What follows belongs to an exercise in optimizing a design on an open flow for small area; a production flow would make more cautious choices.
Only simulation tests tie the RTL to the original design; equivalence was not proved.
Power and IR drop assume default switching activity.

==> flow/design.v (excerpt) <==
module pdp8_trace_capture #(
    parameter int unsigned DEPTH  = 64,
    parameter int unsigned WORD_W = 12,
    parameter int unsigned LOST_W = 16
) (
    input  logic                     clk,
    input  logic                     reset,
    input  logic                     trace_en,
    input  logic                     mode_wrap,
    input  logic                     inst_valid,
    input  logic [WORD_W-1:0]        inst_pc,
    input  logic [WORD_W-1:0]        inst_ir,
    input  logic [WORD_W-1:0]        inst_ac,
    input  logic                     inst_lk,
    input  logic                     mem_valid,
    input  logic [WORD_W-1:0]        mem_addr,
    input  logic [WORD_W-1:0]        mem_data,
    input  logic                     mem_we,
    input  logic                     mem_ifetch,
    input  logic                     br_valid,
    input  logic [WORD_W-1:0]        br_pc,
    input  logic [WORD_W-1:0]        br_target,
    input  logic [1:0]               br_kind,
    input  logic                     br_taken,
    output logic                     out_valid,
    input  logic                     out_ready,
    output logic [2+3*WORD_W+4-1:0]  out_data,
    output logic [$clog2(DEPTH):0]   count,
    output logic [LOST_W-1:0]        lost_count
);
For scale: roughly 8700 cells after synthesis, about 2600 flip-flops, ~160 I/O pins, roughly 0.086 sq mm of cells after synthesis.
export LEC_CHECK = 0
export CAP_MARGIN = 20
export CORE_MARGIN = 2
export CORE_UTILIZATION = 40
export CTS_BUF_LIST = sky130_fd_sc_hd__clkbuf_8
export CTS_CLUSTER_DIAMETER = 80
export CTS_CLUSTER_SIZE = 16
export PLACE_DENSITY = 0.55
export SLEW_MARGIN = 20
export SYNTH_HIERARCHICAL = 1
export SYNTH_MINIMUM_KEEP_SIZE = 0
create_clock -name core_clock -period 6.0 [get_ports {clk}]
standard.sh (not shown) runs the stock make flow with config.mk's settings and CLKGATE_MAP_FILE= SYNTH_SCRIPT=/design/flow/synth_recipe.tcl, a recipe that flattens the netlist after the stock synthesis.
==> flow/flow/run.sh <==
#!/bin/bash
# The standard layout, with the smallest plain buffer for the port buffers
# (one buffer on every input and output port, as the standard flow places them).
set -euo pipefail
bash standard.sh BUFFER_PORTS_ARGS="-buffer_cell sky130_fd_sc_hd__buf_1" finish > standard_make.log 2>&1
Next try:
Settings changed: CORE_UTILIZATION 40 to 50, PLACE_DENSITY 0.55 to 0.65.
After rerunning: Utilization came out higher by 10 points. Via count came out higher by 0.68%. Setup slack loses 62 ps. Critical path depth came out lower by 1. Synthesized area does not change. Global-route usage came out higher by 4.2 points. First-iteration DRC count came out higher by 5.0%. Clock power came out lower by about 2%. Clock-buffer cell count came out higher by 4. Sequential power is about the same. Routed wire length came out lower by 7.4%.
Next try:
==> flow/run.sh (new file) <==
#!/bin/bash
# synth_recipe.tcl (not shown) runs the flow's synth.tcl, then flattens the netlist and writes it again
# the make line also repeats each setting of config.mk as NAME=value (left out here)
make -C /OpenROAD-flow-scripts/flow DESIGN_CONFIG=/design/flow/config.mk WORK_HOME=/design/flow/orfs CLKGATE_MAP_FILE= SYNTH_SCRIPT=/design/flow/synth_recipe.tcl finish
Settings changed: CORE_UTILIZATION 50 to 40, CTS_CLUSTER_DIAMETER 80 to 60, CTS_CLUSTER_SIZE 16 to 12, PLACE_DENSITY 0.65 to 0.55, SETUP_SLACK_MARGIN set to 0.2.
removed: flow/flow/run.sh
removed: flow/standard.sh
What happened: The new run completed with no timing, DRC or antenna violations. Sequential power barely changes. Core utilization went down by 9.0 points. Worst setup slack is better by 88 ps. Synthesized area does not change. Clock skew went down by 16 ps. Flip-flop and latch count is unchanged. Clock power went up by 15%. Register-to-register slack is worse by 40 ps.
Next try:
==> flow/flow/run.sh (new file) <==
#!/bin/bash
# The standard layout, with the smallest plain buffer for the port buffers
# (one buffer on every input and output port, as the standard flow places them).
set -euo pipefail
bash standard.sh BUFFER_PORTS_ARGS="-buffer_cell sky130_fd_sc_hd__buf_1" finish > standard_make.log 2>&1
==> flow/standard.sh (new file) <==
#!/bin/bash
# synth_recipe.tcl (not shown) runs the flow's synth.tcl, then flattens the netlist and writes it again
# the make line also repeats each setting of config.mk as NAME=value (left out here)
make -C /OpenROAD-flow-scripts/flow DESIGN_CONFIG=/design/flow/config.mk WORK_HOME=/design/flow/orfs CLKGATE_MAP_FILE= SYNTH_SCRIPT=/design/flow/synth_recipe.tcl "${@:-finish}"
Settings changed: CORE_UTILIZATION 40 to 65, CTS_CLUSTER_DIAMETER 60 to 80, CTS_CLUSTER_SIZE 12 to 16, PLACE_DENSITY 0.55 to 0.8, SETUP_SLACK_MARGIN 0.2 to not set.
removed: flow/run.sh
=> The new run produced a clean layout. Area after synthesis stays the same. Die area shrinks by 38%. Cell area shrinks by about 5%. Clock skew grows by 24 ps. First-iteration DRC count grows by about 25%. Critical path depth does not change.
Next try:
Settings changed: CORE_UTILIZATION 65 to 58, CTS_CLUSTER_SIZE 16 to 14, PLACE_DENSITY 0.8 to 0.72.
After rerunning: Setup slack gets worse by 200 ps. Clock power rose by 5.3%. Sequential power hardly moves. Wire length rises by 6.7%. Combinational power came out higher by 2.9%. Power came out higher by 1.4%. First-iteration DRC count came out lower by 7.6%. Final cell count grows by 1.5%. Die area goes up by 12%.
Next try:
Settings changed: CORE_UTILIZATION 58 to 50, PLACE_DENSITY 0.72 to 0.65.
Effect: Global-route usage falls by 3.9 points. Count of clock-buffer cells in the layout rises by 1. Clock skew hardly moves. Via count falls by 0.41%. Final cell count rises by 3.1%. Sequential power hardly moves. Total power hardly moves. Die area rises by 16%. Routed wire length rises by 3.3%. Non-clock buffer count rises by 26.

-- afterwards: timing with drivers on the ports --
In the flow no input, the clock included, has a driving cell. The finished layouts below were timed again as built, in two steps. Step 1 sets driving cells, clkbuf_16 on the clock port and buf_2 on the other inputs (assumed; they add their load-dependent delay and slew). Step 2 also shifts input and output timing later by t, the mid clock arrival at the registers, as if the neighbouring blocks saw the same clock. Slacks: ideal ports / drivers / drivers and shift; pairs: ideal ports / drivers.
| run | t, ns | setup WS [ns] | hold slack, ns | slew at the worst register clock pin (ns) | worst data-port slew with drivers (ns) |
|---|---|---|---|---|---|
| the first run | 1.074 | 0.244 / 0.160 / 0.269 | 0.354 / 0.298 / 0.354 | 0.11 / 0.11 | 0.05 |
| the second run | 1.059 | 0.182 / 0.100 / 0.593 | 0.355 / 0.296 / 0.368 | 0.11 / 0.11 | 0.07 |
| the third run | 1.105 | 0.270 / 0.192 / 0.343 | 0.374 / 0.374 / 0.374 | 0.09 / 0.09 | 0.05 |
| the fourth run | 1.017 | 0.236 / 0.163 / 0.278 | 0.365 / 0.331 / 0.365 | 0.11 / 0.11 | 0.06 |
| the fifth run | 1.050 | 0.037 / -0.043 / 0.459 | 0.374 / 0.320 / 0.378 | 0.10 / 0.10 | 0.08 |
| the sixth run | 1.060 | 0.204 / 0.123 / 0.601 | 0.349 / 0.296 / 0.349 | 0.10 / 0.10 | 0.07 |
After both steps every run listed still meets setup and hold.
